What follows belongs to an exercise in optimizing a design on an open flow for small area, a short achievable clock period and few clock cycles; a production flow would make more cautious choices. RTL that was checked went through simulation tests only; none was proved equivalent to the original. Function not checked in runs 1 and 2: the RTL went through the layout flow alone. No activity file was given, so power comes from the tool's default toggle rates.

$ cat design.v
package sao_pkg;
  localparam int N_PIX     = 4;
  localparam int N_EO_TYPE = 4;
  localparam int DIFF_LEN  = 9;
  localparam int CNT_LEN   = 13;
  localparam int SUM_LEN   = 21;
  typedef enum logic [1:0] {EO_HOR, EO_VER, EO_135, EO_45} eo_type_e;
  localparam logic [2:0] SAO_CAT_NONE = 3'd0;
  localparam logic [2:0] SAO_CAT_1    = 3'd1;
  localparam logic [2:0] SAO_CAT_2    = 3'd2;
  localparam logic [2:0] SAO_CAT_3    = 3'd3;
  localparam logic [2:0] SAO_CAT_4    = 3'd4;
  typedef logic        [CNT_LEN-1:0] stat_cnt_t;
  typedef logic signed [SUM_LEN-1:0] stat_sum_t;
  typedef enum logic [1:0] {ST_IDLE, ST_ACC, ST_FLUSH, ST_DONE} acc_state_e;
endpackage
module sao_blk_cat_sum
#(
  parameter int diff_len = sao_pkg::DIFF_LEN,
  parameter int cnt_len  = sao_pkg::CNT_LEN,
  parameter int sum_len  = sao_pkg::SUM_LEN,
  parameter logic [10:0] seg = 11'b010_0100_1000   
) (
  input  logic                          clk,
  input  logic                          clr,       
  input  logic [3:0][5:0]               sel,       
  input  logic [diff_len-1:0]           d0, d1, d2, d3,
  input  logic [diff_len:0]             d01, d23,
  output logic [3:0][cnt_len-1:0]       cnt,
  output logic [3:0][sum_len-1:0]       sum
);
  localparam int PW  = diff_len + 1;        
  localparam int LW  = PW + 1;              
  localparam int HW  = sum_len - LW;        
  localparam int CLW = 3;                   
  localparam int CHW = cnt_len - CLW;       
  for (genvar c = 0; c < 4; c++) begin : g_bin
    logic [5:0]    sl;
    logic [PW-1:0] xn, yn;                  
    logic [LW-1:0] an, bn;                  
    logic [LW-1:0] lo, lon, un, sn;
    logic [LW:0]   vn, kn;
    logic [LW-1:0] cr;                      
    logic          c11, v11;
    logic [HW-1:0] hi, hi_n;
    logic          inc, dec;
    assign sl = sel[c];
    for (genvar i = 0; i < PW; i++) begin : g_mux
      localparam int j = (i < diff_len) ? i : diff_len - 1;
      assign xn[i] = ~((sl[0] & d0[j]) | (sl[1] & d1[j]) | (sl[2] & d01[i]));
      assign yn[i] = ~((sl[3] & d2[j]) | (sl[4] & d3[j]) | (sl[5] & d23[i]));
    end
    assign an  = {1'b0, ~xn[PW-1], xn[PW-2:0]};
    assign bn  = {1'b1, ~yn[PW-1], yn[PW-2:0]};
    assign lon = ~lo;
    assign vn[0] = 1'b1;
    for (genvar i = 0; i < LW; i++) begin : g_csa
      assign un[i]   = lon[i] ^ an[i] ^ bn[i];
      assign vn[i+1] = (lon[i] & an[i]) | (lon[i] & bn[i]) | (an[i] & bn[i]);
    end
    assign kn[0] = 1'b1;
    for (genvar i = 0; i < LW; i++) begin : g_cpa
      logic kin;
      if (seg[i]) begin : g_cut
        assign kin = ~cr[i];
      end else begin : g_chain
        assign kin = kn[i];
      end
      assign sn[i]   = un[i] ^ vn[i] ^ kin;
      assign kn[i+1] = (un[i] & vn[i]) | (un[i] & kin) | (vn[i] & kin);
    end
    always_ff @(posedge clk) begin
      for (int i = 0; i < LW; i++) begin
        lo[i] <= !(clr || sn[i]);
        cr[i] <= !(clr || !seg[i] || kn[i]);
      end
      c11 <= !(clr || kn[LW]);
      v11 <= clr || !vn[LW];
    end
    assign inc = c11 & v11;
    assign dec = ~c11 & ~v11;
    for (genvar i = 0; i < HW; i++) begin : g_hi
      if (i == 0) begin : g_b0
        assign hi_n[i] = hi[i] ^ (inc | dec);
      end else begin : g_bi
        assign hi_n[i] = hi[i] ^ ((inc & (&hi[i-1:0])) | (dec & ~(|hi[i-1:0])));
      end
    end
    always_ff @(posedge clk) begin
      hi <= clr ? '0 : hi_n;
    end
    assign sum[c] = {hi, lo};
    logic [CLW-1:0] clo, cs;
    logic [CHW-1:0] chi;
    logic           oa, ob, k1, k2, k3;
    assign oa    = sl[0] | sl[1];
    assign ob    = sl[3] | sl[4];
    assign cs[0] = clo[0] ^ oa ^ ob;
    assign k1    = (clo[0] & oa) | (clo[0] & ob) | (oa & ob);
    logic [1:0] b1;
    assign b1    = 2'(clo[1]) + 2'(sl[2]) + 2'(sl[5]) + 2'(k1);
    assign cs[1] = b1[0];
    assign k2    = b1[1];
    assign cs[2] = clo[2] ^ k2;
    assign k3    = clo[2] & k2;
    logic [CHW-1:0] chi_n;
    for (genvar i = 0; i < CHW; i++) begin : g_chi
      if (i == 0) begin : g_b0
        assign chi_n[i] = chi[i] ^ k3;
      end else begin : g_bi
        assign chi_n[i] = chi[i] ^ (k3 & (&chi[i-1:0]));
      end
    end
    always_ff @(posedge clk) begin
      clo <= clr ? '0 : cs;
      chi <= clr ? '0 : chi_n;
    end
    assign cnt[c] = {chi, clo};
  end
endmodule
module sao_eo_stat_acc
#(
  parameter int n_pix     = sao_pkg::N_PIX,
  parameter int n_eo_type = sao_pkg::N_EO_TYPE,
  parameter int diff_len  = sao_pkg::DIFF_LEN,
  parameter int cnt_len   = sao_pkg::CNT_LEN,
  parameter int sum_len   = sao_pkg::SUM_LEN
) (
  input  logic                                  clk,
  input  logic                                  arst_n,
  input  logic                                  start,
  input  logic                                  in_valid,
  output logic                                  in_ready,
  input  logic                                  in_last,
  input  logic [n_eo_type-1:0][n_pix-1:0][2:0]  in_cat,
  input  logic [n_pix-1:0][diff_len-1:0]        in_diff,
  input  logic [n_eo_type-1:0][n_pix-1:0]       b_use,
  output logic                                  stat_valid,
  input  logic                                  stat_ready,
  output logic [n_eo_type-1:0][3:0][cnt_len-1:0] stat_cnt,
  output logic [n_eo_type-1:0][3:0][sum_len-1:0] stat_sum
);
  localparam logic [10:0] seg     = 11'b010_1010_1000;   
  localparam int          n_flush = 6;                   
  logic accept;
  logic [n_flush-1:0] fl;
  logic clr;
  logic [n_eo_type-1:0][3:0][5:0]       s1_sel;
  logic [n_pix-1:0][diff_len-1:0]       s1_d;
  logic [diff_len:0]                    s1_d01, s1_d23;
  assign accept = in_valid && in_ready && !start;
  always_ff @(posedge clk or negedge arst_n) begin
    if (!arst_n) begin
      in_ready   <= 1'b0;
      fl         <= '0;
      stat_valid <= 1'b0;
      clr        <= 1'b0;
    end else begin
      in_ready   <= start || (in_ready && !(accept && in_last));
      fl         <= start ? '0 : {fl[n_flush-2:0], accept && in_last};
      stat_valid <= !start && (fl[n_flush-1] || (stat_valid && !stat_ready));
      clr        <= start;
    end
  end
  for (genvar t = 0; t < n_eo_type; t++) begin : g_sel_t
    for (genvar c = 0; c < 4; c++) begin : g_sel_c
      logic [n_pix-1:0] m;
      for (genvar p = 0; p < n_pix; p++) begin : g_sel_p
        assign m[p] = b_use[t][p] && (in_cat[t][p] == sao_pkg::SAO_CAT_1 + 3'(c));
      end
      always_ff @(posedge clk)
        s1_sel[t][c] <= accept ? {m[2] & m[3], ~m[2] & m[3], m[2] & ~m[3],
                                  m[0] & m[1], ~m[0] & m[1], m[0] & ~m[1]} : 6'd0;
    end
  end
  always_ff @(posedge clk) begin
    s1_d   <= in_diff;
    s1_d01 <= {in_diff[0][diff_len-1], in_diff[0]} + {in_diff[1][diff_len-1], in_diff[1]};
    s1_d23 <= {in_diff[2][diff_len-1], in_diff[2]} + {in_diff[3][diff_len-1], in_diff[3]};
  end
  for (genvar t = 0; t < n_eo_type; t++) begin : g_type
    sao_blk_cat_sum #(
      .diff_len (diff_len),
      .cnt_len  (cnt_len),
      .sum_len  (sum_len),
      .seg      (seg)
    ) u_cat_sum (
      .clk  (clk),
      .clr  (clr),
      .sel  (s1_sel[t]),
      .d0   (s1_d[0]),
      .d1   (s1_d[1]),
      .d2   (s1_d[2]),
      .d3   (s1_d[3]),
      .d01  (s1_d01),
      .d23  (s1_d23),
      .cnt  (stat_cnt[t]),
      .sum  (stat_sum[t])
    );
  end
endmodule
$ cat flow/run.sh
#!/bin/bash
# The standard layout, with the port buffers that placement inserts made of the
# smallest buffer cell (every port still gets its own buffer).
set -euo pipefail
export BUFFER_PORTS_ARGS="-buffer_cell sky130_fd_sc_hd__buf_1"
bash standard.sh > standard.log 2>&1
$ cat standard.sh
#!/bin/bash
# synth_recipe.tcl (not shown) runs the flow's synth.tcl, then flattens the netlist and writes it again
# the make line also repeats each setting of config.mk as NAME=value (left out here)
make -C /OpenROAD-flow-scripts/flow DESIGN_CONFIG=/design/flow/config.mk WORK_HOME=/design/flow/orfs CLKGATE_MAP_FILE= SYNTH_SCRIPT=/design/flow/synth_recipe.tcl "${@:-finish}"
$ cat config.mk
export PLATFORM = sky130hd
export DESIGN_NAME = sao_eo_stat_acc
export DESIGN_NICKNAME = sao_eo_stat_acc
export VERILOG_FILES = /design/flow/design.v
export SDC_FILE = /design/flow/constraint.sdc
export NUM_CORES = 4
export LEC_CHECK = 0
export CAP_MARGIN = 20
export CORE_MARGIN = 2
export CORE_UTILIZATION = 55
export CTS_CLUSTER_DIAMETER = 120
export CTS_CLUSTER_SIZE = 24
export SETUP_SLACK_MARGIN = 4.8
export SLEW_MARGIN = 20
$ cat constraint.sdc
create_clock -name core_clock -period 7.5 [get_ports {clk}]
set_input_delay 1.5000 -clock core_clock [delete_from_list [all_inputs] [get_ports {clk}]]
set_output_delay 1.5000 -clock core_clock [all_outputs]
set_load 0.01 [all_outputs]
==> summary.md, run 1 <==
| Metric | Value |
|---|---|
| Run status | timing/DRC/antenna clean |
| Total number of placement rows | 100 |
| Most area-hungry cell type in the Yosys netlist | dfxtp_1 |
| Detailed-router iteration count before antenna repair | 14 |
| DRC violations left | 0 |
| Setup violation total in the final timing report | 0 |
| TritonCTS buffer count | 39 |
| Static Leakage | 19.6 nW |
| Final net count | 5,321 |
| Sort of element at the start of the critical path | flop |
| Seq cells post-synth | 801 |
| Overall power | 8.60 mW |
| Netlist Area Pre-Place | 40,900 um^2 |
| Crit Path Class | flop to flop |
| Critical path data arrival time | 3180 ps |
| Max-cap check violation count | 0 |
| Worst hold start | fl[4]$_DFF_PN0_ |
| Count of distinct cell types in the synthesized netlist | 58 |
| Measured slew at the worst slew-check pin | 1090 ps |
| Worst skew pair latency | 610 ps |
| Slew Limit Headroom | 27.6% |
| Cell chain of the critical path | a222oi_1 > fa_1 > fa_1 > fa_1 > nor2_1 |
| Leftover overflow at the end of global routing | 0 |
| Kind of end point of the critical path | flop |
| Die X-Extent | 277 um |
| First-iteration detailed-routing DRC count | 5,068 |
| Height of the die | 277 um |
| R2R cell count | 5 |
| Flip-flop cell with the highest count after synthesis | dfxtp_1 |
| Endpoint of the worst register-to-register path | g_type[3].u_cat_sum.g_bin[1].lo[4]$_DFF_P_ |
| Area growth, synth to finish | 16.5% |
| Maximum fanout along the worst path | 9 |
| Total GRT Usage | 32.9% |
| Hold Fails Final Rpt | 0 |
| Clock-pin transition on the worst setup and hold timing paths | 100 ps |
| Clock tree skew after final layout | 23.0 ps |
| Share of Yosys cell area claimed by the top area cell type | 38.8% |
| Num Clock Sinks | 801 |
| Initial core utilization | 55.2% |
| Maximum frequency from static timing analysis | 0.370 GHz |
| Worst-case vdd ir drop | 0.173 mV |
| Final max-slew violation count | 0 |
| Origin of the critical flop-to-flop path | s1_d[12]$_DFF_P_ |
| Number of nets still failing antenna checks after routing | 0 |
| CTS H-tree lvls | 2 |
| Critical path required time | 7980 ps |
| Post-Syn Nets | 4,812 |
| Register-to-register setup slack | 4800 ps |
| Wire length of the first global-routing pass | 194,000 um |
| Total Neg Setup Slack | 0 ps |
| Hold Crit Depth | 1 |
| Clock root buffer | clkbuf_16 |
| Core Box Area | 74,100 um^2 |
| Share of layout cells above drive strength 1 | 23.0% |
| Portion of the post-synthesis area used by sequential elements | 39.3% |
| Register cell area after layout | 17,300 um^2 |
| PortBufs | 651 |
| Clock buffer depth | 3 |
| CTS tree | built |
| Path class of the lowest-slack min-delay path | flop to flop |
| Number of enable-type register cells in the synthesized netlist | 0 |
| Vias in the first global route | 31,200 |
| Syn Inst Count | 4,254 |
| Final min period | 2700 ps |
| Total routed wirelength | 130,000 um |
| Leading post-synthesis cells by cell area | dfxtp_1, fa_1, a222oi_1, nor2_1, inv_1 |
| Largest net degree at the start of global routing | 203 |
| Number of antenna violations at the first check in global routing | 7 |
| Final period utilization | 36.0% |
| Detail-routed via count per cell | 5.76 |
| Per-instance average area after synthesis | 9.62 um^2 |
| Filler cell count | 6,394 |
| Hold EP | fl[5]$_DFF_PN0_ |
| Routed wirelength normalized by instance count | 22.7 um |
| Cell repeated most along the worst path | fa_1 |
| Critical path's largest stage delay | 620 ps |
| CP max-delay cell | a222oi_1 |
| PwrDens | 180 nW/um^2 |
| I/O pins | 652 |
| Vias post-DR | 33,100 |
| Area of the multi-input gates | 22,000 um^2 |
| Final weighted congestion in routability-driven placement | 0.906 |
| Share of synthesized flip-flops with an asynchronous set or reset | 1.12% |
| Die area | 76,600 um^2 |
| Half-perimeter wire length after placement | 96,700 um |
| Yosys warning count | 2 |
| Unrepaired setup endpoints after global routing | true |
power by group:
part / internal (mW) / switching [mW] / leakage [nW]
Combinational: 0.551 / 0.719 / 12.2
Clock: 0.976 / 1.42 / 0.514
Sequential: 4.48 / 0.456 / 6.85
cell families (layout without fill, tap and decap cells):
kind of cell | after synthesis | in the layout | synth area share, %
xor+xnor | 313 | 313 | 6.70
other cells | 0 | 3 | 0
mux | 18 | 18 | 0.440
buf+inv | 845 | 1358 | 7.76
compound gates | 467 | 467 | 10.2
simple gates | 1358 | 1358 | 15.6
fa+ha+maj | 452 | 452 | 20.0
flops | 801 | 801 | 39.3
layout by cell type, fill, tap and decap left out, types with 18 or more instances in the layout:
| cell | netlist | layout |
|---|---|---|
| nor2b_1 | 91 | 91 |
| dfxtp_1 | 792 | 292 |
| buf_4 | 0 | 164 |
| xor2_1 | 185 | 180 |
| buf_1 | 5 | 276 |
| or2_2 | 24 | 23 |
| inv_1 | 582 | 581 |
| dfxtp_2 | 0 | 272 |
| xnor2_1 | 128 | 128 |
| o21ai_0 | 25 | 23 |
| fa_1 | 338 | 331 |
| nand2_1 | 127 | 127 |
| and3_1 | 22 | 22 |
| a21o_1 | 24 | 24 |
| mux2i_1 | 18 | 18 |
| a222oi_1 | 320 | 320 |
| nor3_1 | 82 | 66 |
| buf_2 | 1 | 237 |
| clkbuf_2 | 0 | 35 |
| dfxtp_4 | 0 | 228 |
| clkbuf_16 | 0 | 40 |
| nor2_1 | 715 | 698 |
| nand4_1 | 75 | 75 |
| nand3_1 | 102 | 93 |
| a21oi_1 | 41 | 41 |
| ha_1 | 114 | 111 |
registers in the layout (all words and copies together), names as in the netlist:
name	count
g_type.u_cat_sum.g_bin.v11	16
stat_valid	1
g_type.u_cat_sum.g_bin.hi	160
s1_sel	96
s1_d23	10
s1_d	36
g_type.u_cat_sum.g_bin.cr	64
fl	6
clr	1
s1_d01	10
in_ready	1
g_type.u_cat_sum.g_bin.lo	176
g_type.u_cat_sum.g_bin.clo	48
g_type.u_cat_sum.g_bin.chi	160
g_type.u_cat_sum.g_bin.c11	16
through the flow:
stage | area (um^2) | std cells | hold slack [ps] | setup WS (ps) | utilization (%)
final | 47600 | 5739 | 464 | 4800 | 64.3
after global routing | 47600 | 5736 | 484 | 4740 | 64.3
after CTS | 46600 | 5699 | 470 | 4780 | 62.9
after detailed placement | 43700 | 5623 | 448 | 4210 | 59.1
after global placement | 43700 | 5623 | 442 | 4230 | 59.1
after floorplan | 40900 | 4254 | 438 | 4620 | -
critical path: cells and delay by family, from the launching register on:
| kind | cells | cell delay [ps] |
|---|---|---|
| AND/OR/NAND/NOR | 1 | 40 |
| adder cells (fa/ha/maj) | 3 | 1470 |
| flip-flops | 1 | 430 |
| AO/OA/AOI/OAI | 1 | 620 |
area by class of cell:
type                    count  share of cell area, %
diodes                      3                 0.0158
clock buffers              42                   2.12
clock inverters             3                 0.0867
inverters                 582                   4.59
multi-input cells        2608                   46.2
flip-flops and latches    801                   36.3
well taps                 969                   2.54
repair buffers            731                   8.14
synth_stat cells, types with 13 or more instances:
master,n
or2_1,13
and3_1,22
nor2b_1,91
fa_1,338
inv_1,582
o21ai_0,25
nand3b_1,13
xor2_1,185
nor2_1,715
nand2_1,127
nand2b_1,13
a21oi_1,41
nand4_1,75
dfxtp_1,792
clkbuf_1,257
xnor2_1,128
or2_2,24
nor4_1,17
a21o_1,24
nand3_1,102
a222oi_1,320
mux2i_1,18
nor3_1,82
or4b_1,15
ha_1,114
worst max path at each step:
stage                                     start                                             end  slack [ps]  cells past startpoint
after CTS                 s1_sel[71]$_SDFF_PN0_  g_type[2].u_cat_sum.g_bin[3].chi[9]$_SDFF_PP0_        4780                      9
after global placement                    start                           s1_sel[37]$_SDFF_PN0_        4230                      4
after floorplan                     in_diff[18]                               s1_d23[8]$_DFF_P_        4620                      8
after global routing           s1_d[16]$_DFF_P_      g_type[2].u_cat_sum.g_bin[2].lo[8]$_DFF_P_        4740                      6
after detailed placement                  start                           s1_sel[37]$_SDFF_PN0_        4210                      4
final                          s1_d[12]$_DFF_P_      g_type[3].u_cat_sum.g_bin[1].lo[4]$_DFF_P_        4800                      5
layer usage:
| layer | part of all wire, % | track usage (%) | routed length (um) | vias up |
|---|---|---|---|---|
| met5 | 0.039 | 0 | 51 | - |
| met4 | 4.0 | 11.4 | 5220 | 8 |
| met3 | 11 | 8.06 | 14200 | 246 |
| met2 | 45 | 50.9 | 58100 | 1740 |
| met1 | 40 | 45.1 | 52500 | 15900 |
| li1 | - | - | - | 15200 |
what timing repair did:
item                                    in CTS  in global routing
resized for setup                         1004                285
hold buffers                                 0                  0
buffers inserted                            31                 37
endpoints found under the setup margin     625                347
pin swaps                                    8                 28
==> run 2: changes to the inputs <==
--- a/config.mk
+++ b/config.mk
@@ -6,9 +6,10 @@
 export NUM_CORES = 4
 export LEC_CHECK = 0
 export CAP_MARGIN = 20
+export CELL_PAD_IN_SITES_DETAIL_PLACEMENT = 1
 export CORE_MARGIN = 2
 export CORE_UTILIZATION = 55
 export CTS_CLUSTER_DIAMETER = 120
 export CTS_CLUSTER_SIZE = 24
-export SETUP_SLACK_MARGIN = 4.8
+export SETUP_SLACK_MARGIN = 4.7
 export SLEW_MARGIN = 20
==> summary.md, run 2 <==
| Metric | Value |
|---|---|
| Commonest non-fill, non-tap cells in the layout | nor2_1, inv_1, buf_1, dfxtp_1, fa_1 |
| Netlist Area Pre-Place | 40,900 um^2 |
| I/O pins | 652 |
| Largest net degree at the start of global routing | 191 |
| Half-perimeter wire length after placement | 107,000 um |
| DRC violations left | 0 |
| Filler-free cell count of the finished design | 5,679 |
| Share of synthesized flip-flops with an asynchronous set or reset | 1.12% |
| Worst-case vdd ir drop | 0.179 mV |
| Vias in the first global route | 34,800 |
| PortBufs | 651 |
| Most frequent cells after synthesis | dfxtp_1, nor2_1, inv_1 |
| Leading cell type in the layout, fill and taps excluded | nor2_1 |
| Largest register FFs | 176 |
| Routed wirelength normalized by instance count | 25.0 um |
| Kind of cell with the highest combined delay on the critical path | adder cells |
| Cell area after placement | 43,700 um^2 |
| Final max-slew violation count | 0 |
| Registers with the most flip-flops | g_type.u_cat_sum.g_bin.lo x176, g_type.u_cat_sum.g_bin.chi x160, g_type.u_cat_sum.g_bin.hi x160 |
| Measured slew at the worst slew-check pin | 1050 ps |
| Dpl ws | 4210 ps |
| Worst skew pair latency | 620 ps |
| Clock buffer depth | 3 |
| Critical path required time | 7990 ps |
| Critical path data arrival time | 3310 ps |
| CTS tree | built |
| Critical path's largest stage delay | 1030 ps |
| Static Leakage | 17.8 nW |
| Number of nets still failing antenna checks after routing | 0 |
| Met2 usage in global routing | 57.8% |
| Number of antenna violations at the first check in global routing | 8 |
| Seq cells post-synth | 801 |
| Initial core utilization | 55.2% |
| Most area-hungry cell type in the Yosys netlist | dfxtp_1 |
| Height of the die | 277 um |
| Leading post-synthesis cells by cell area | dfxtp_1, fa_1, a222oi_1, nor2_1, inv_1 |
| Cell chain of the critical path | a222oi_1 > inv_1 > fa_1 > inv_1 > fa_1 > fa_1 > nor2_1 |
| Clock-pin transition on the worst setup and hold timing paths | 100 ps |
| Post-route standard cell area excluding fillers | 45,700 um^2 |
| Total Neg Setup Slack | 0 ps |
| Final net count | 5,258 |
| Per-instance average area after synthesis | 9.62 um^2 |
| Area growth, synth to finish | 11.8% |
| First-iteration detailed-routing DRC count | 4,839 |
| Crit Path Class | flop to flop |
| CP max-delay cell | dfxtp_1 |
| Maximum frequency from static timing analysis | 0.355 GHz |
| Final period utilization | 37.5% |
| Cell repeated most along the worst path | fa_1 |
| Most common cell in the netlist | dfxtp_1 |
| Die X-Extent | 277 um |
| CTS Hold Buffers Added | 0 |
| Count of distinct cell types in the synthesized netlist | 58 |
| Portion of the post-synthesis area used by sequential elements | 39.3% |
| Share of layout cells above drive strength 1 | 10.9% |
| CTS H-tree lvls | 2 |
| Maximum fanout along the worst path | 16 |
| Final weighted congestion in routability-driven placement | 0.942 |
| Vias post-DR | 34,100 |
| Largest Register | g_type.u_cat_sum.g_bin.lo |
| Detail-routed via count per cell | 6.01 |
| Core Box Area | 74,100 um^2 |
| Die area | 76,600 um^2 |
| Flip-flop cell with the highest count after synthesis | dfxtp_1 |
| Number of cells in the design after placement | 5,623 |
| Num Clock Sinks | 801 |
| Global-route met3 utilization | 8.56% |
| Setup violation total in the final timing report | 0 |
| Sort of element at the start of the critical path | flop |
| Max-cap check violation count | 0 |
| Worst path setup slack after routing | 4680 ps |
| Share of Yosys cell area claimed by the top area cell type | 38.8% |
| Clock root buffer | clkbuf_16 |
| Leftover overflow at the end of global routing | 0 |
| Post-Syn Nets | 4,812 |
| Unrepaired setup endpoints after global routing | true |
| Total GRT Usage | 36.1% |
| Path class of the lowest-slack min-delay path | flop to flop |
| Slew Limit Headroom | 29.6% |
| Hold Fails Final Rpt | 0 |
| Syn Inst Count | 4,254 |
| Yosys warning count | 2 |
| PwrDens | 188 nW/um^2 |
| Total number of placement rows | 100 |
| Total routed wirelength | 142,000 um |
| Clock tree skew after final layout | 29.4 ps |
| Detailed-router iteration count before antenna repair | 14 |
| Count of buffer and inverter cells on the critical path | 2 |
| Finished Core Util | 61.7% |
| Run status | timing/DRC/antenna clean |
| Global Route met1 Usage | 46.6% |
| Busiest grt layer | met2 |
| Kind of end point of the critical path | flop |
| Final min period | 2820 ps |
| Number of enable-type register cells in the synthesized netlist | 0 |
| Wire length of the first global-routing pass | 214,000 um |
| TritonCTS buffer count | 39 |
## run 2: cell counts after synthesis
No cell type changed its count.
## run 2: worst paths after layout
check                                 startpoint                                    endpoint  slack, ps  cells past startpoint
worst max register to register  s1_d[20]$_DFF_P_  g_type[1].u_cat_sum.g_bin[2].lo[4]$_DFF_P_       4680                      7
max in group asynchronous                 arst_n                               clr$_DFF_PN0_       6240                      1
worst max-delay path            s1_d[20]$_DFF_P_  g_type[1].u_cat_sum.g_bin[2].lo[4]$_DFF_P_       4680                      7
min in group asynchronous                 arst_n                        stat_valid$_DFF_PN0_        850                      1
worst min-delay path             fl[4]$_DFF_PN0_                             fl[5]$_DFF_PN0_        490                      1
worst min register to register   fl[4]$_DFF_PN0_                             fl[5]$_DFF_PN0_        490                      1
## run 2: cells by family after synthesis
group	share of synthesized area, %
simple gates	15.6
buf+inv	7.76
flops	39.3
compound gates	10.2
fa+ha+maj	20.0
xor+xnor	6.70
mux	0.440
## run 2: layer usage
layer / vias to the layer above / share of wire, %
met5: - / 0.092
met4: 8 / 5.4
met3: 383 / 11
met2: 1865 / 46
met1: 16800 / 38
li1: 15000 / -
## run 2: timing repair
action                                  4_1_cts  5_1_grt
setup buffers                                 1        4
endpoints found under the setup margin      310      198
cloned                                        0        0
resized for setup                           304      197
pin swaps                                     6       13
## run 2: layout make-up
| cell class | count | area [um^2] |
|---|---|---|
| Antenna cell | 6 | 15.0 |
| Sequential cell | 801 | 16600 |
| Inverter | 582 | 2180 |
| Multi-Input combinational cell | 2608 | 21900 |
| Fill cell | 8436 | 28300 |
| Clock buffer | 44 | 1040 |
| Clock inverter | 1 | 16.3 |
| Timing Repair Buffer | 668 | 2740 |
| Tap cell | 969 | 1210 |
## run 2: stage by stage
stage	power, mW	hold slack, ps
2_1_floorplan	5.62	438
3_3_place_gp	6.13	448
3_5_place_dp	6.18	456
4_1_cts	8.60	492
5_1_grt	8.92	519
6_report	8.58	490
## run 2: where the power goes
part           internal [mW]  total, mW  switching [mW]
registers               4.48       4.99           0.519
clock network          0.992       2.42            1.43
logic                  0.453       1.16           0.705
total                   5.92       8.58            2.66
==> run 3: changes to the inputs <==
--- a/design.v
+++ b/design.v
@@ -27,8 +27,11 @@
   input  logic [diff_len-1:0]           d0, d1, d2, d3,
   input  logic [diff_len:0]             d01, d23,
   output logic [3:0][cnt_len-1:0]       cnt,
-  output logic [3:0][sum_len-1:0]       sum
+  output logic [3:0][sum_len-1:0]       sum,
+  output logic                          settled    
 );
+  logic [3:0] bin_settled;
+  assign settled = &bin_settled;
   localparam int PW  = diff_len + 1;        
   localparam int LW  = PW + 1;              
   localparam int HW  = sum_len - LW;        
@@ -90,6 +93,7 @@
       hi <= clr ? '0 : hi_n;
     end
     assign sum[c] = {hi, lo};
+    assign bin_settled[c] = ~|(cr & seg) & (c11 ^ v11);
     logic [CLW-1:0] clo, cs;
     logic [CHW-1:0] chi;
     logic           oa, ob, k1, k2, k3;
@@ -141,10 +145,11 @@
   output logic [n_eo_type-1:0][3:0][sum_len-1:0] stat_sum
 );
   localparam logic [10:0] seg     = 11'b010_1010_1000;   
-  localparam int          n_flush = 6;                   
   logic accept;
-  logic [n_flush-1:0] fl;
+  logic last_q;                   
   logic clr;
+  logic wait_set;                 
+  logic [n_eo_type-1:0] settled;
   logic [n_eo_type-1:0][3:0][5:0]       s1_sel;
   logic [n_pix-1:0][diff_len-1:0]       s1_d;
   logic [diff_len:0]                    s1_d01, s1_d23;
@@ -152,13 +157,15 @@
   always_ff @(posedge clk or negedge arst_n) begin
     if (!arst_n) begin
       in_ready   <= 1'b0;
-      fl         <= '0;
+      last_q     <= 1'b0;
       stat_valid <= 1'b0;
+      wait_set   <= 1'b0;
       clr        <= 1'b0;
     end else begin
       in_ready   <= start || (in_ready && !(accept && in_last));
-      fl         <= start ? '0 : {fl[n_flush-2:0], accept && in_last};
-      stat_valid <= !start && (fl[n_flush-1] || (stat_valid && !stat_ready));
+      last_q     <= accept && in_last;
+      wait_set   <= !start && (last_q || (wait_set && !(&settled)));
+      stat_valid <= !start && ((wait_set && (&settled)) || (stat_valid && !stat_ready));
       clr        <= start;
     end
   end
@@ -195,7 +202,8 @@
       .d01  (s1_d01),
       .d23  (s1_d23),
       .cnt  (stat_cnt[t]),
-      .sum  (stat_sum[t])
+      .sum  (stat_sum[t]),
+      .settled (settled[t])
     );
   end
 endmodule
--- a/config.mk
+++ b/config.mk
@@ -6,9 +6,8 @@
 export NUM_CORES = 4
 export LEC_CHECK = 0
 export CAP_MARGIN = 20
-export CELL_PAD_IN_SITES_DETAIL_PLACEMENT = 1
 export CORE_MARGIN = 2
-export CORE_UTILIZATION = 55
+export CORE_UTILIZATION = 50
 export CTS_CLUSTER_DIAMETER = 120
 export CTS_CLUSTER_SIZE = 24
 export SETUP_SLACK_MARGIN = 4.7
==> summary.md, run 3 <==
| Metric | Value |
|---|---|
| Slew Limit Headroom | 21.8% |
| Share of layout cells above drive strength 1 | 11.4% |
| Count of distinct cell types in the synthesized netlist | 59 |
| Unrepaired setup endpoints after global routing | true |
| Yosys warning count | 2 |
| Leading post-synthesis cells by cell area | dfxtp_1, fa_1, a222oi_1, nor2_1, inv_1 |
| DRC violations left | 0 |
| Number of enable-type register cells in the synthesized netlist | 0 |
| Run status | timing/DRC/antenna clean |
| Detailed-router iteration count before antenna repair | 15 |
| Seq cells post-synth | 797 |
| Registers with the most flip-flops | g_type.u_cat_sum.g_bin.lo x176, g_type.u_cat_sum.g_bin.chi x160, g_type.u_cat_sum.g_bin.hi x160 |
| Clock tree skew after final layout | 32.5 ps |
| CTS H-tree lvls | 2 |
| CTS tree | built |
| Worst skew pair latency | 620 ps |
| Kind of cell with the highest combined delay on the critical path | adder cells |
| Syn Inst Count | 4,237 |
| Number of nets still failing antenna checks after routing | 0 |
| Num Clock Sinks | 797 |
| Vias post-DR | 33,200 |
| Setup violation total in the final timing report | 0 |
| Largest register FFs | 176 |
| Filler-free cell count of the finished design | 5,768 |
| Worst hold start | g_type[3].u_cat_sum.g_bin[0].hi[9]$_SDFF_PP0_ |
| Area growth, synth to finish | 12.2% |
| Path class of the lowest-slack min-delay path | flop to flop |
| CP max-delay cell | dfxtp_1 |
| Count of buffer and inverter cells on the critical path | 2 |
| Hold EP | g_type[3].u_cat_sum.g_bin[0].hi[9]$_SDFF_PP0_ |
| Clock-pin transition on the worst setup and hold timing paths | 100 ps |
| Maximum fanout along the worst path | 16 |
| Initial core utilization | 50.7% |
| Total GRT Usage | 31.7% |
| Per-instance average area after synthesis | 9.66 um^2 |
| Hold Fails Final Rpt | 0 |
| Measured slew at the worst slew-check pin | 1170 ps |
| First-iteration detailed-routing DRC count | 5,576 |
| Die area | 84,200 um^2 |
| Critical path required time | 8050 ps |
| Endpoint of the worst register-to-register path | g_type[3].u_cat_sum.g_bin[0].lo[2]$_DFF_P_ |
| Sort of element at the start of the critical path | flop |
| Register-to-register setup slack | 4700 ps |
| Number of antenna violations at the first check in global routing | 16 |
| Leftover overflow at the end of global routing | 0 |
| CTS Hold Buffers Added | 0 |
| Post-Syn Nets | 4,795 |
| Finished Core Util | 56.8% |
| Final period utilization | 37.4% |
| Share of synthesized flip-flops with an asynchronous set or reset | 0.627% |
| Total number of placement rows | 104 |
| Largest Register | g_type.u_cat_sum.g_bin.lo |
| R2R cell count | 7 |
| Core Box Area | 80,800 um^2 |
| Flip-flop cell with the highest count after synthesis | dfxtp_1 |
| Largest net degree at the start of global routing | 216 |
| Overall power | 8.56 mW |
| Origin of the critical flop-to-flop path | s1_d[19]$_DFF_P_ |
| Kind of end point of the critical path | flop |
| Cell chain of the critical path | a222oi_1 > fa_1 > inv_1 > ha_1 > inv_1 > fa_1 > nor2_1 |
| Number of cells in the design after placement | 5,706 |
| Leading cell type in the layout, fill and taps excluded | nor2_1 |
| Crit Path Class | flop to flop |
| Final weighted congestion in routability-driven placement | 0.932 |
| Hold Crit Depth | 2 |
| Critical path's largest stage delay | 1020 ps |
| Netlist Area Pre-Place | 40,900 um^2 |
| TritonCTS buffer count | 39 |
| PortBufs | 651 |
| Maximum frequency from static timing analysis | 0.357 GHz |
| Clock buffer depth | 3 |
| Total Neg Setup Slack | 0 ps |
| Clock root buffer | clkbuf_16 |
| Half-perimeter wire length after placement | 106,000 um |
| PwrDens | 186 nW/um^2 |
| Portion of the post-synthesis area used by sequential elements | 39.0% |
| Vias in the first global route | 30,800 |
| Final min period | 2800 ps |
| Most common cell in the netlist | dfxtp_1 |
| Share of Yosys cell area claimed by the top area cell type | 38.7% |
| Most frequent cells after synthesis | dfxtp_1, nor2_1, inv_1 |
| Total routed wirelength | 137,000 um |
| Worst-case vdd ir drop | 0.137 mV |
| Commonest non-fill, non-tap cells in the layout | nor2_1, inv_1, buf_1, dfxtp_1, fa_1 |
| Max-cap check violation count | 0 |
| Detail-routed via count per cell | 5.76 |
| Die X-Extent | 290 um |
| Routed wirelength normalized by instance count | 23.8 um |
| Critical path data arrival time | 3360 ps |
| Height of the die | 290 um |
| Wire length of the first global-routing pass | 203,000 um |
| Static Leakage | 17.7 nW |
| Most area-hungry cell type in the Yosys netlist | dfxtp_1 |
| I/O pins | 652 |
| Final net count | 5,251 |
| Final max-slew violation count | 0 |
[run 3: cell count changes after synthesis, moves of 8 or more]
| cell | before | now |
|---|---|---|
| nor2b_1 | 91 | 78 |
| nor4b_1 | 4 | 17 |
| or2_1 | 13 | 0 |
| nand4_1 | 75 | 55 |
| xnor2_1 | 128 | 144 |
| a21o_1 | 24 | 7 |
| a22oi_1 | 0 | 11 |
| nand2_1 | 127 | 135 |
| a21oi_1 | 41 | 23 |
[run 3: layout make-up]
type | instances | area, um^2
clock inverter | 3 | 45.0
antenna | 11 | 27.5
sequential | 797 | 16500
clock buffer | 42 | 1010
timing repair buffer | 668 | 2740
inverter | 587 | 2200
fill | 7416 | 34900
multi-input combinational | 2600 | 22100
tap | 1060 | 1330
[run 3: routing by layer]
| metal | GRT usage (%) | share of wire (%) | vias up |
|---|---|---|---|
| li1 | - | - | 15000 |
| met1 | 43.5 | 40 | 16000 |
| met2 | 47.8 | 44 | 1927 |
| met3 | 8.88 | 12 | 289 |
| met4 | 11.5 | 4.1 | 12 |
| met5 | 0 | 0.063 | - |
[run 3: timing repair]
action | CTS | global route
resized for setup | 301 | 191
setup endpoints to repair | 282 | 241
setup buffers | 0 | 5
pin swaps | 5 | 8
[run 3: worst min-delay path, delay by kind of cell (launching register included)]
kind / cells / cell delay (ps)
AO/OA/AOI/OAI: 1 / 50
flip-flops: 1 / 330
AND/OR/NAND/NOR: 1 / 70
[run 3: worst max path at each step]
stage | start | end | slack [ps] | cells after the start
6_report | s1_d[19]$_DFF_P_ | g_type[3].u_cat_sum.g_bin[0].lo[2]$_DFF_P_ | 4700 | 7
3_5_place_dp | s1_sel[50]$_SDFF_PN0_ | g_type[2].u_cat_sum.g_bin[0].chi[9]$_SDFF_PP0_ | 4260 | 9
4_1_cts | s1_sel[48]$_SDFF_PN0_ | g_type[2].u_cat_sum.g_bin[0].chi[9]$_SDFF_PP0_ | 4690 | 11
5_1_grt | s1_sel[57]$_SDFF_PN0_ | g_type[2].u_cat_sum.g_bin[1].chi[9]$_SDFF_PP0_ | 4610 | 11
2_1_floorplan | in_diff[18] | s1_d23[8]$_DFF_P_ | 4700 | 8
3_3_place_gp | s1_sel[48]$_SDFF_PN0_ | g_type[2].u_cat_sum.g_bin[0].chi[9]$_SDFF_PP0_ | 4340 | 11
[run 3: kinds of logic after synthesis]
logic type	Yosys count	synth area share [%]
and+or+nand+nor	1363	16.0
buffers and inverters	840	7.72
DFF	797	39.0
adders and majority gates	452	20.0
AOI/OAI and AO/OA	432	9.58
xor gates and xnor gates	332	7.10
muxes	21	0.513
[run 3: stage by stage]
step | setup slack (ps) | area, um^2 | hold WS (ps)
after floorplan | 4700 | 41000 | 495
after global placement | 4340 | 43900 | 470
after detailed placement | 4260 | 43900 | 481
after CTS | 4690 | 45400 | 495
after global routing | 4610 | 45900 | 505
final | 4700 | 45900 | 493
[run 3: where the power goes]
part	leakage, nW	switching, mW	total, mW	internal (mW)
clock	0.517	1.45	2.43	0.977
combinational	10.6	0.674	1.14	0.468
sequential	6.63	0.532	4.99	4.46
Testbench counts of run 3, summed over its fixed seeds: cycles 19,843.
==> run 4: changes to the inputs <==
--- a/config.mk
+++ b/config.mk
@@ -7,7 +7,7 @@
 export LEC_CHECK = 0
 export CAP_MARGIN = 20
 export CORE_MARGIN = 2
-export CORE_UTILIZATION = 50
+export CORE_UTILIZATION = 55
 export CTS_CLUSTER_DIAMETER = 120
 export CTS_CLUSTER_SIZE = 24
 export SETUP_SLACK_MARGIN = 4.7
==> summary.md, run 4 <==
| Metric | Value |
|---|---|
| Final min period | 2830 ps |
| Origin of the critical flop-to-flop path | s1_d[18]$_DFF_P_ |
| Clock buffer depth | 3 |
| Total routed wirelength | 137,000 um |
| Routed wirelength normalized by instance count | 24.2 um |
| Static Leakage | 17.6 nW |
| Finished Core Util | 61.6% |
| Height of the die | 277 um |
| Detail-routed via count per cell | 5.88 |
| Count of distinct cell types in the synthesized netlist | 59 |
| Final weighted congestion in routability-driven placement | 0.952 |
| Total Neg Setup Slack | 0 ps |
| R2R cell count | 7 |
| Dpl ws | 4430 ps |
| Maximum fanout along the worst path | 16 |
| CTS Hold Buffers Added | 0 |
| Wire length of the first global-routing pass | 202,000 um |
| Yosys warning count | 2 |
| Setup violation total in the final timing report | 0 |
| Most area-hungry cell type in the Yosys netlist | dfxtp_1 |
| Slew Limit Headroom | 24.1% |
| Hold Fails Final Rpt | 0 |
| Worst-case vdd ir drop | 0.162 mV |
| Total GRT Usage | 34.7% |
| Sort of element at the start of the critical path | flop |
| Worst skew pair latency | 620 ps |
| Initial core utilization | 55.3% |
| Leading cell type in the layout, fill and taps excluded | nor2_1 |
| Die X-Extent | 277 um |
| Worst hold start | g_type[3].u_cat_sum.g_bin[0].hi[9]$_SDFF_PP0_ |
| Most frequent cells after synthesis | dfxtp_1, nor2_1, inv_1 |
| Worst path setup slack after routing | 4670 ps |
| Portion of the post-synthesis area used by sequential elements | 39.0% |
| Hold Crit Depth | 2 |
| Filler-free cell count of the finished design | 5,671 |
| Hold EP | g_type[3].u_cat_sum.g_bin[0].hi[9]$_SDFF_PP0_ |
| I/O pins | 652 |
| TritonCTS buffer count | 39 |
| Share of synthesized flip-flops with an asynchronous set or reset | 0.627% |
| PortBufs | 651 |
| Unrepaired setup endpoints after global routing | true |
| Num Clock Sinks | 797 |
| Kind of end point of the critical path | flop |
| Number of nets still failing antenna checks after routing | 0 |
| Most common cell in the netlist | dfxtp_1 |
| Syn Inst Count | 4,237 |
| Largest register FFs | 176 |
| Largest net degree at the start of global routing | 196 |
| Final net count | 5,249 |
| Share of Yosys cell area claimed by the top area cell type | 38.7% |
| Share of layout cells above drive strength 1 | 10.3% |
| Register-to-register setup slack | 4670 ps |
| Measured slew at the worst slew-check pin | 1140 ps |
| Vias in the first global route | 31,000 |
| Area growth, synth to finish | 11.5% |
| Critical Path Source | s1_d[18]$_DFF_P_ |
| Flip-flop cell with the highest count after synthesis | dfxtp_1 |
| Vias post-DR | 33,300 |
| Clock root buffer | clkbuf_16 |
| Clock-pin transition on the worst setup and hold timing paths | 100 ps |
| Critical path required time | 7980 ps |
| Maximum frequency from static timing analysis | 0.354 GHz |
| Die area | 76,600 um^2 |
| Endpoint of the worst register-to-register path | g_type[1].u_cat_sum.g_bin[0].lo[2]$_DFF_P_ |
| Final max-slew violation count | 0 |
| Netlist Area Pre-Place | 40,900 um^2 |
| Detailed-router iteration count before antenna repair | 17 |
| Per-instance average area after synthesis | 9.66 um^2 |
| CTS H-tree lvls | 2 |
| Final period utilization | 37.7% |
| Max-cap check violation count | 0 |
| CTS tree | built |
| Crit Path Class | flop to flop |
| Clock tree skew after final layout | 24.6 ps |
| Seq cells post-synth | 797 |
| Path class of the lowest-slack min-delay path | flop to flop |
| DRC violations left | 0 |
| Critical path data arrival time | 3310 ps |
| Run status | timing/DRC/antenna clean |
| Post-Syn Nets | 4,795 |
| Number of antenna violations at the first check in global routing | 9 |
| Leading post-synthesis cells by cell area | dfxtp_1, fa_1, a222oi_1, nor2_1, inv_1 |
| Core Box Area | 74,100 um^2 |
| First-iteration detailed-routing DRC count | 5,538 |
| Registers with the most flip-flops | g_type.u_cat_sum.g_bin.lo x176, g_type.u_cat_sum.g_bin.chi x160, g_type.u_cat_sum.g_bin.hi x160 |
| Leftover overflow at the end of global routing | 0 |
| Commonest non-fill, non-tap cells in the layout | nor2_1, inv_1, buf_1, dfxtp_1, fa_1 |
| PwrDens | 187 nW/um^2 |
| Overall power | 8.55 mW |
| Number of enable-type register cells in the synthesized netlist | 0 |
| Total number of placement rows | 100 |
| Number of cells in the design after placement | 5,616 |
| Half-perimeter wire length after placement | 105,000 um |
| Largest Register | g_type.u_cat_sum.g_bin.lo |
## run 4: cell count changes in the layout (fill, tap and decap cells not counted), moves of 6 or more
| cell | change |
|---|---|
| diode_2 | -6 |
| buf_2 | -24 |
| dfxtp_4 | -12 |
| dfxtp_1 | +30 |
| dfxtp_2 | -18 |
| buf_1 | +23 |
## run 4: metrics by stage
step,cell area (um^2),hold slack [ps]
global route,45600,524
floorplan,41000,495
global placement,43800,472
CTS,45200,494
finish,45600,485
detailed placement,43800,481
## run 4: critical path, stage by stage (launching register included)
cell	delay [ps]
dfxtp_1	1080
a222oi_1	390
fa_1	470
inv_1	60
ha_1	130
inv_1	40
fa_1	470
nor2_1	40
## run 4: worst max-delay path by stage
| stage | endpoint | slack (ps) | depth (start not counted) |
|---|---|---|---|
| 3_3_place_gp | g_type[2].u_cat_sum.g_bin[3].chi[9]$_SDFF_PP0_ | 4460 | 9 |
| 5_1_grt | g_type[3].u_cat_sum.g_bin[3].chi[9]$_SDFF_PP0_ | 4670 | 11 |
| 3_5_place_dp | g_type[2].u_cat_sum.g_bin[3].chi[9]$_SDFF_PP0_ | 4430 | 9 |
| 4_1_cts | stat_sum[18] | 4700 | 1 |
| 2_1_floorplan | s1_d23[8]$_DFF_P_ | 4700 | 8 |
| 6_report | g_type[1].u_cat_sum.g_bin[0].lo[2]$_DFF_P_ | 4670 | 7 |
## run 4: cell families (layout without fill, tap and decap cells)
logic type	Yosys count	after routing	share of synthesized area, %
simple gates	1363	1363	16.0
buf+inv	840	1300	7.72
fa+ha+maj	452	452	20.0
other cells	0	5	0
xor+xnor	332	332	7.10
flops	797	797	39.0
mux	21	21	0.513
compound gates	432	432	9.58
## run 4: where the power goes
group	switching [mW]	internal (mW)
Clock	1.43	0.981
Combinational	0.668	0.464
Sequential	0.540	4.46
Total	2.64	5.91
## run 4: final cells by class
| type | count | area (um^2) |
|---|---|---|
| diodes | 5 | 12.5 |
| clock buffers | 44 | 1020 |
| clock inverters | 3 | 45.0 |
| fillers | 6602 | 28400 |
| inverters | 587 | 2200 |
| multi-input cells | 2600 | 22100 |
| flip-flops and latches | 797 | 16400 |
| well taps | 969 | 1210 |
| repair buffers | 666 | 2680 |
## run 4: what timing repair did
item,4_1_cts,5_1_grt
buffers inserted,0,3
gates resized for setup,272,152
cloned,0,0
setup endpoints to repair,280,185
pin swaps,4,5
## run 4: metal layers
layer  track usage (%)  vias up  wire length (um)
met4              14.9        8              6940
li1                  -    15000                 -
met1              48.1    16000             55300
met3              8.98      319             16300
met5                 0        -                54
met2              51.6     2014             58400
==> run 5: changes to the inputs <==
--- a/design.v
+++ b/design.v
@@ -39,10 +39,10 @@
   localparam int CHW = cnt_len - CLW;       
   for (genvar c = 0; c < 4; c++) begin : g_bin
     logic [5:0]    sl;
-    logic [PW-1:0] xn, yn;                  
-    logic [LW-1:0] an, bn;                  
-    logic [LW-1:0] lo, lon, un, sn;
-    logic [LW:0]   vn, kn;
+    logic [PW-1:0] x, y;
+    logic [LW-1:0] a, b;                    
+    logic [LW-1:0] lo, u, s;
+    logic [LW:0]   v, k;
     logic [LW-1:0] cr;                      
     logic          c11, v11;
     logic [HW-1:0] hi, hi_n;
@@ -50,35 +50,34 @@
     assign sl = sel[c];
     for (genvar i = 0; i < PW; i++) begin : g_mux
       localparam int j = (i < diff_len) ? i : diff_len - 1;
-      assign xn[i] = ~((sl[0] & d0[j]) | (sl[1] & d1[j]) | (sl[2] & d01[i]));
-      assign yn[i] = ~((sl[3] & d2[j]) | (sl[4] & d3[j]) | (sl[5] & d23[i]));
-    end
-    assign an  = {1'b0, ~xn[PW-1], xn[PW-2:0]};
-    assign bn  = {1'b1, ~yn[PW-1], yn[PW-2:0]};
-    assign lon = ~lo;
-    assign vn[0] = 1'b1;
+      assign x[i] = (sl[0] & d0[j]) | (sl[1] & d1[j]) | (sl[2] & d01[i]);
+      assign y[i] = (sl[3] & d2[j]) | (sl[4] & d3[j]) | (sl[5] & d23[i]);
+    end
+    assign a = {1'b1, ~x[PW-1], x[PW-2:0]};
+    assign b = {1'b0, ~y[PW-1], y[PW-2:0]};
+    assign v[0] = 1'b0;
     for (genvar i = 0; i < LW; i++) begin : g_csa
-      assign un[i]   = lon[i] ^ an[i] ^ bn[i];
-      assign vn[i+1] = (lon[i] & an[i]) | (lon[i] & bn[i]) | (an[i] & bn[i]);
-    end
-    assign kn[0] = 1'b1;
+      assign u[i]   = lo[i] ^ a[i] ^ b[i];
+      assign v[i+1] = (lo[i] & a[i]) | (lo[i] & b[i]) | (a[i] & b[i]);
+    end
+    assign k[0] = 1'b0;
     for (genvar i = 0; i < LW; i++) begin : g_cpa
-      logic kin;
+      logic ki;
       if (seg[i]) begin : g_cut
-        assign kin = ~cr[i];
+        assign ki = cr[i];
       end else begin : g_chain
-        assign kin = kn[i];
-      end
-      assign sn[i]   = un[i] ^ vn[i] ^ kin;
-      assign kn[i+1] = (un[i] & vn[i]) | (un[i] & kin) | (vn[i] & kin);
+        assign ki = k[i];
+      end
+      assign s[i]   = u[i] ^ v[i] ^ ki;
+      assign k[i+1] = (u[i] & v[i]) | (u[i] & ki) | (v[i] & ki);
     end
     always_ff @(posedge clk) begin
       for (int i = 0; i < LW; i++) begin
-        lo[i] <= !(clr || sn[i]);
-        cr[i] <= !(clr || !seg[i] || kn[i]);
-      end
-      c11 <= !(clr || kn[LW]);
-      v11 <= clr || !vn[LW];
+        lo[i] <= !clr && s[i];
+        cr[i] <= !clr && seg[i] && k[i];
+      end
+      c11 <= !clr && k[LW];
+      v11 <= clr || v[LW];
     end
     assign inc = c11 & v11;
     assign dec = ~c11 & ~v11;
@@ -93,9 +92,9 @@
       hi <= clr ? '0 : hi_n;
     end
     assign sum[c] = {hi, lo};
-    assign bin_settled[c] = ~|(cr & seg) & (c11 ^ v11);
     logic [CLW-1:0] clo, cs;
     logic [CHW-1:0] chi;
+    logic           ce;
     logic           oa, ob, k1, k2, k3;
     assign oa    = sl[0] | sl[1];
     assign ob    = sl[3] | sl[4];
@@ -107,19 +106,13 @@
     assign k2    = b1[1];
     assign cs[2] = clo[2] ^ k2;
     assign k3    = clo[2] & k2;
-    logic [CHW-1:0] chi_n;
-    for (genvar i = 0; i < CHW; i++) begin : g_chi
-      if (i == 0) begin : g_b0
-        assign chi_n[i] = chi[i] ^ k3;
-      end else begin : g_bi
-        assign chi_n[i] = chi[i] ^ (k3 & (&chi[i-1:0]));
-      end
-    end
     always_ff @(posedge clk) begin
       clo <= clr ? '0 : cs;
-      chi <= clr ? '0 : chi_n;
+      ce  <= !clr && k3;
+      chi <= clr ? '0 : chi + CHW'(ce);
     end
     assign cnt[c] = {chi, clo};
+    assign bin_settled[c] = ~|(cr & seg) & (c11 ^ v11) & ~ce;
   end
 endmodule
 module sao_eo_stat_acc
--- a/config.mk
+++ b/config.mk
@@ -10,5 +10,5 @@
 export CORE_UTILIZATION = 55
 export CTS_CLUSTER_DIAMETER = 120
 export CTS_CLUSTER_SIZE = 24
-export SETUP_SLACK_MARGIN = 4.7
+export SETUP_SLACK_MARGIN = 4.8
 export SLEW_MARGIN = 20
==> summary.md, run 5 <==
| Metric | Value |
|---|---|
| Leading post-synthesis cells by cell area | dfxtp_1, fa_1, a222oi_1, nor2_1, inv_1 |
| Commonest non-fill, non-tap cells in the layout | nor2_1, inv_1, dfxtp_1, fa_1, dfxtp_2 |
| Portion of the post-synthesis area used by sequential elements | 38.9% |
| Most frequent cells after synthesis | dfxtp_1, nor2_1, inv_1 |
| Largest net degree at the start of global routing | 96 |
| Num Clock Sinks | 813 |
| CTS H-tree lvls | 2 |
| Share of layout cells above drive strength 1 | 22.2% |
| Path class of the lowest-slack min-delay path | flop to flop |
| Area growth, synth to finish | 14.9% |
| Syn Inst Count | 4,401 |
| Share of Yosys cell area claimed by the top area cell type | 38.6% |
| Number of antenna violations at the first check in global routing | 2 |
| I/O pins | 652 |
| Detailed-router iteration count before antenna repair | 12 |
| Total number of placement rows | 101 |
| Die X-Extent | 280 um |
| Die area | 78,300 um^2 |
| Final weighted congestion in routability-driven placement | 0.903 |
| Height of the die | 280 um |
| Kind of cell with the highest combined delay on the critical path | flip-flops |
| Maximum fanout along the worst path | 2 |
| Critical path required time | 6000 ps |
| Origin of the critical flop-to-flop path | s1_d[5]$_DFF_P_ |
| Critical path data arrival time | 1230 ps |
| Per-instance average area after synthesis | 9.51 um^2 |
| Clock-pin transition on the worst setup and hold timing paths | 90 ps |
| Final max-slew violation count | 0 |
| Total GRT Usage | 32.0% |
| Run status | timing/DRC/antenna clean |
| Routed wirelength normalized by instance count | 21.8 um |
| CP max-delay cell | dfrtp_2 |
| Detail-routed via count per cell | 5.63 |
| Final antenna diode count | 0 |
| R2R cell count | 7 |
| Maximum frequency from static timing analysis | 0.366 GHz |
| Final net count | 5,463 |
| CTS tree | built |
| Sort of element at the start of the critical path | flop |
| Final period utilization | 36.4% |
| Clock buffer depth | 3 |
| Static Leakage | 23.0 nW |
| Endpoint of the worst register-to-register path | g_type[0].u_cat_sum.g_bin[1].lo[6]$_DFF_P_ |
| Largest Register | g_type.u_cat_sum.g_bin.lo |
| CTS Hold Buffers Added | 0 |
| First-iteration detailed-routing DRC count | 3,822 |
| Most common cell in the netlist | dfxtp_1 |
| Setup violation total in the final timing report | 0 |
| Vias post-DR | 33,000 |
| Post-route standard cell area excluding fillers | 48,100 um^2 |
| PortBufs | 651 |
| Worst hold start | g_type[3].u_cat_sum.g_bin[2].lo[10]$_DFF_P_ |
| Post-Syn Nets | 4,975 |
| Largest register FFs | 176 |
| Worst skew pair latency | 620 ps |
| Register-to-register setup slack | 4870 ps |
| Count of distinct cell types in the synthesized netlist | 66 |
| Clock tree skew after final layout | 23.6 ps |
| Yosys warning count | 2 |
| Flip-flop cell with the highest count after synthesis | dfxtp_1 |
| Wire length of the first global-routing pass | 192,000 um |
| Final min period | 2730 ps |
| Crit Path Class | flop to primary output |
| Half-perimeter wire length after placement | 101,000 um |
| Unrepaired setup endpoints after global routing | true |
| PwrDens | 181 nW/um^2 |
| Number of enable-type register cells in the synthesized netlist | 0 |
| Number of nets still failing antenna checks after routing | 0 |
| Clock root buffer | clkbuf_16 |
| TritonCTS buffer count | 39 |
| Most area-hungry cell type in the Yosys netlist | dfxtp_1 |
| Initial core utilization | 55.3% |
| Netlist Area Pre-Place | 41,900 um^2 |
| Cell chain of the critical path | buf_6 |
| Measured slew at the worst slew-check pin | 973 ps |
| Registers with the most flip-flops | g_type.u_cat_sum.g_bin.lo x176, g_type.u_cat_sum.g_bin.chi x160, g_type.u_cat_sum.g_bin.hi x160 |
| Overall power | 8.70 mW |
| Hold Crit Depth | 1 |
| Hold Fails Final Rpt | 0 |
| Leading cell type in the layout, fill and taps excluded | nor2_1 |
| Leftover overflow at the end of global routing | 0 |
| Hold EP | g_type[3].u_cat_sum.g_bin[2].v11$_DFF_P_ |
| Total Neg Setup Slack | 0 ps |
| Filler cell count | 6,645 |
| Kind of end point of the critical path | primary output |
| Seq cells post-synth | 813 |
| Total routed wirelength | 128,000 um |
| Vias in the first global route | 30,900 |
| Core Box Area | 75,700 um^2 |
| DRC violations left | 0 |
| Share of synthesized flip-flops with an asynchronous set or reset | 0.615% |
| Slew Limit Headroom | 35.1% |
| Count of buffer and inverter cells on the critical path | 1 |
| Worst-case vdd ir drop | 0.158 mV |
| Cell area after placement | 44,600 um^2 |
| Max-cap check violation count | 0 |
| Critical path's largest stage delay | 470 ps |
-- run 5: cell types whose count changed after synthesis, moves of 33 or more --
cell      previous run  this run
nor2_1             719       609
nand2_1            135       212
nand3_1             99       132
and3_1              26        72
xnor2_1            144        92
a222oi_1           320       256
nor2b_1             78       193
-- run 5: stage by stage --
| stage | hold WS [ps] | worst slack, ps | std cells | utilization (%) |
|---|---|---|---|---|
| finish | 482 | 4770 | 5871 | 63.6 |
| global route | 506 | 4740 | 5871 | 63.6 |
| CTS | 491 | 4610 | 5826 | 62.5 |
| detailed placement | 487 | 4330 | 5755 | 58.9 |
| global placement | 448 | 4390 | 5755 | 58.9 |
| floorplan | 484 | 4710 | 4401 | - |
-- run 5: worst max-delay path by stage --
stage	start	endpoint	depth (start not counted)
after floorplan	in_diff[0]	s1_d01[8]$_DFF_P_	8
after global placement	in_diff[19]	s1_d23[7]$_DFF_P_	7
after detailed placement	in_valid	s1_sel[9]$_SDFF_PN0_	4
after CTS	g_type[1].u_cat_sum.g_bin[1].hi[0]$_SDFF_PP0_	stat_sum[116]	1
after global routing	stat_valid$_DFF_PN0_	stat_valid	1
final	stat_valid$_DFF_PN0_	stat_valid	1
-- run 5: cell type report --
type	count	area (um^2)	share of cell area, %
inverters	589	2210	4.60
well taps	978	1220	2.54
multi-input cells	2715	22400	46.6
clock inverters	3	30.0	0.0624
clock buffers	42	1010	2.10
repair buffers	731	3920	8.15
flip-flops and latches	813	17300	36.0
-- run 5: routing by layer --
metal	share of wire, %	vias to the layer above	global-route usage (%)
li1	-	15400	-
met1	41	15900	43.4
met2	44	1416	49.4
met3	9.6	230	7.35
met4	4.8	4	13.6
met5	0.017	-	0
-- run 5: repair_timing --
action / 4_1_cts / 5_1_grt
endpoints found under the setup margin: 533 / 291
gates cloned: 0 / 0
pin swaps: 2 / 6
setup buffers: 26 / 45
endpoints found under the hold margin: 0 / 0
gates resized for setup: 914 / 278
-- run 5: report_power, final --
| part | internal, mW | total [mW] | switching [mW] | leakage (nW) |
|---|---|---|---|---|
| combinational | 0.578 | 1.29 | 0.716 | 15.6 |
| clock | 0.970 | 2.39 | 1.42 | 0.511 |
| sequential | 4.56 | 5.01 | 0.445 | 6.88 |
-- run 5: logic make-up after synthesis --
| family | synth area share (%) |
|---|---|
| simple gates | 17.6 |
| buf+inv | 7.87 |
| flops | 38.9 |
| fa+ha+maj | 20.1 |
| compound gates | 8.62 |
| xor+xnor | 6.49 |
| mux | 0.478 |
Testbench counts of run 5, summed over its fixed seeds: cycles 19,843.
==> run 6: changes to the inputs <==
--- a/config.mk
+++ b/config.mk
@@ -10,5 +10,5 @@
 export CORE_UTILIZATION = 55
 export CTS_CLUSTER_DIAMETER = 120
 export CTS_CLUSTER_SIZE = 24
-export SETUP_SLACK_MARGIN = 4.8
+export SETUP_SLACK_MARGIN = 4.7
 export SLEW_MARGIN = 20
==> summary.md, run 6 <==
| Metric | Value |
|---|---|
| I/O pins | 652 |
| Unrepaired setup endpoints after global routing | true |
| R2R cell count | 7 |
| Detail-routed via count per cell | 5.62 |
| Worst hold start | g_type[3].u_cat_sum.g_bin[0].hi[9]$_SDFF_PP0_ |
| Clock-pin transition on the worst setup and hold timing paths | 100 ps |
| Critical path data arrival time | 1290 ps |
| Final net count | 5,390 |
| Clock tree skew after final layout | 29.0 ps |
| Share of synthesized flip-flops with an asynchronous set or reset | 0.615% |
| First-iteration detailed-routing DRC count | 4,208 |
| Share of Yosys cell area claimed by the top area cell type | 38.6% |
| Share of layout cells above drive strength 1 | 7.63% |
| Origin of the critical flop-to-flop path | s1_d[6]$_DFF_P_ |
| Half-perimeter wire length after placement | 101,000 um |
| Measured slew at the worst slew-check pin | 1080 ps |
| Yosys warning count | 2 |
| Largest Register | g_type.u_cat_sum.g_bin.lo |
| Final min period | 2790 ps |
| Filler cell count | 6,806 |
| PwrDens | 186 nW/um^2 |
| Netlist Area Pre-Place | 41,900 um^2 |
| PortBufs | 651 |
| Height of the die | 280 um |
| DRC violations left | 0 |
| Area growth, synth to finish | 9.85% |
| CP max-delay cell | dfxtp_1 |
| Critical path required time | 6000 ps |
| Die area | 78,300 um^2 |
| Sort of element at the start of the critical path | flop |
| Slew Limit Headroom | 27.7% |
| Hold EP | g_type[3].u_cat_sum.g_bin[0].hi[9]$_SDFF_PP0_ |
| Commonest non-fill, non-tap cells in the layout | dfxtp_1, nor2_1, inv_1, buf_1, fa_1 |
| Number of buffers added for setup after CTS | 0 |
| Initial core utilization | 55.3% |
| Largest net degree at the start of global routing | 195 |
| Kind of cell with the highest combined delay on the critical path | flip-flops |
| Final max-slew violation count | 0 |
| Detailed-router iteration count before antenna repair | 17 |
| Register-to-register setup slack | 4770 ps |
| Maximum fanout along the worst path | 2 |
| Run status | timing/DRC/antenna clean |
| Critical Path Source | g_type[1].u_cat_sum.g_bin[0].lo[4]$_DFF_P_ |
| Flip-flop cell with the highest count after synthesis | dfxtp_1 |
| Count of distinct cell types in the synthesized netlist | 66 |
| Per-instance average area after synthesis | 9.51 um^2 |
| Setup violation total in the final timing report | 0 |
| TritonCTS buffer count | 39 |
| Worst-case vdd ir drop | 0.194 mV |
| Vias in the first global route | 30,400 |
| Die X-Extent | 280 um |
| Vias post-DR | 32,600 |
| Seq cells post-synth | 813 |
| Core Box Area | 75,700 um^2 |
| Path class of the lowest-slack min-delay path | flop to flop |
| CTS tree | built |
| Endpoint of the worst register-to-register path | g_type[0].u_cat_sum.g_bin[1].lo[8]$_DFF_P_ |
| Wire length of the first global-routing pass | 189,000 um |
| Total Neg Setup Slack | 0 ps |
| Hold Crit Depth | 2 |
| Portion of the post-synthesis area used by sequential elements | 38.9% |
| Most common cell in the netlist | dfxtp_1 |
| Number of nets still failing antenna checks after routing | 0 |
| Count of buffer and inverter cells on the critical path | 1 |
| CTS H-tree lvls | 2 |
| Total number of placement rows | 101 |
| Cell chain of the critical path | buf_1 |
| Most frequent cells after synthesis | dfxtp_1, nor2_1, inv_1 |
| Finished Core Util | 60.7% |
| Leftover overflow at the end of global routing | 0 |
| Registers with the most flip-flops | g_type.u_cat_sum.g_bin.lo x176, g_type.u_cat_sum.g_bin.chi x160, g_type.u_cat_sum.g_bin.hi x160 |
| Clock root buffer | clkbuf_16 |
| Clock buffer depth | 3 |
| Kind of end point of the critical path | primary output |
| Number of antenna violations at the first check in global routing | 1 |
| Final antenna diode count | 0 |
| Leading post-synthesis cells by cell area | dfxtp_1, fa_1, a222oi_1, nor2_1, inv_1 |
| Critical path's largest stage delay | 490 ps |
| Total GRT Usage | 31.5% |
| Maximum frequency from static timing analysis | 0.358 GHz |
| Number of enable-type register cells in the synthesized netlist | 0 |
| Post-Syn Nets | 4,975 |
| Max-cap check violation count | 0 |
| Num Clock Sinks | 813 |
| Final period utilization | 37.2% |
| Largest register FFs | 176 |
| Total routed wirelength | 126,000 um |
| Hold Fails Final Rpt | 0 |
| Post-route standard cell area excluding fillers | 46,000 um^2 |
| Cell area after placement | 44,600 um^2 |
| Crit Path Class | flop to primary output |
| Most area-hungry cell type in the Yosys netlist | dfxtp_1 |
| Static Leakage | 21.1 nW |
| Overall power | 8.54 mW |
| CTS Hold Buffers Added | 0 |
| Final weighted congestion in routability-driven placement | 0.924 |
| Routed wirelength normalized by instance count | 21.8 um |
| Worst skew pair latency | 620 ps |
| Leading cell type in the layout, fill and taps excluded | dfxtp_1 |
| Syn Inst Count | 4,401 |
## run 6: final cells by class
cell class | count | area, um^2 | area share (%)
sequential | 813 | 16500 | 35.9
timing repair buffer | 658 | 2660 | 5.78
multi-input combinational | 2715 | 22400 | 48.6
clock inverter | 3 | 30.0 | 0.0653
inverter | 589 | 2210 | 4.81
clock buffer | 42 | 1010 | 2.19
tap | 978 | 1220 | 2.66
## run 6: power breakdown
group	internal, mW	leakage [nW]	switching, mW
Clock	0.971	0.511	1.43
Combinational	0.455	13.9	0.645
Sequential	4.56	6.68	0.488
Total	5.98	21.1	2.56
## run 6: how the worst max path moves through the flow
| stage | endpoint | slack (ps) | cells after the start |
|---|---|---|---|
| after floorplan | s1_d23[8]$_DFF_P_ | 4700 | 8 |
| after global placement | s1_d23[7]$_DFF_P_ | 4410 | 7 |
| after detailed placement | s1_d23[7]$_DFF_P_ | 4410 | 7 |
| after CTS | stat_sum[263] | 4590 | 1 |
| after global routing | stat_sum[263] | 4680 | 1 |
| final | stat_sum[88] | 4710 | 1 |
## run 6: repair_timing
action | in CTS | in global routing
gates resized for setup | 171 | 98
pin swaps | 0 | 0
endpoints found under the setup margin | 148 | 213
## run 6: kinds of logic (layout without fill, tap and decap cells)
family                   after synthesis  in the layout  share of synthesized area (%)
XOR/XNOR                             310            310                           6.49
adder cells (fa/ha/maj)              468            468                           20.1
flip-flops                           813            813                           38.9
AO/OA/AOI/OAI                        412            412                           8.62
AND/OR/NAND/NOR                     1505           1505                           17.6
buffers and inverters                873           1292                           7.87
multiplexers                          20             20                          0.478
## run 6: routing by layer
layer	GRT usage, %	routed length [um]	vias up
met5	0	0	-
met4	11.8	5010	0
met3	6.26	11700	177
met2	49.0	56400	1461
met1	43.7	53300	15700
li1	-	-	15300
## run 6: through the flow
stage	setup slack (ps)	std cells	hold WS, ps
final	4710	5798	484
after CTS	4590	5798	483
after global placement	4410	5753	448
after global routing	4680	5798	507
after detailed placement	4410	5753	469
after floorplan	4700	4401	484

## re-timing with driven ports
Ports are ideal in the flow. The routed layouts listed here were re-timed in OpenROAD.
Step 1 assumes that a clkbuf_16 drives the clock port and a buf_2 every other input.
Step 2, shift: input delay + t, output delay - t, t = (earliest + latest rising clock arrival at the registers) / 2. This alone moves slack from input paths to output paths.
Three values: ideal ports, drivers, drivers and shift; two values: the first two.
| run | t, ns | setup WS [ns] | clock arrival spread, ns | cell pins on the clock port's net |
|---|---|---|---|---|
| run 1 | 0.675 | 4.800 / 4.738 / 4.377 | 0.031 / 0.031 | 1 |
| run 2 | 0.676 | 4.684 / 4.646 / 4.182 | 0.030 / 0.030 | 1 |
| run 3 | 0.676 | 4.696 / 4.651 / 4.406 | 0.035 / 0.035 | 1 |
| run 4 | 0.677 | 4.673 / 4.641 / 4.417 | 0.028 / 0.028 | 1 |
| run 5 | 0.680 | 4.769 / 4.699 / 4.321 | 0.024 / 0.024 | 1 |
| run 6 | 0.676 | 4.707 / 4.634 / 4.389 | 0.033 / 0.033 | 1 |
After both steps every run listed still meets setup and hold. The setup slack of run 2, which loses most, moves by -0.038 ns with the drivers and by -0.502 ns with both steps.
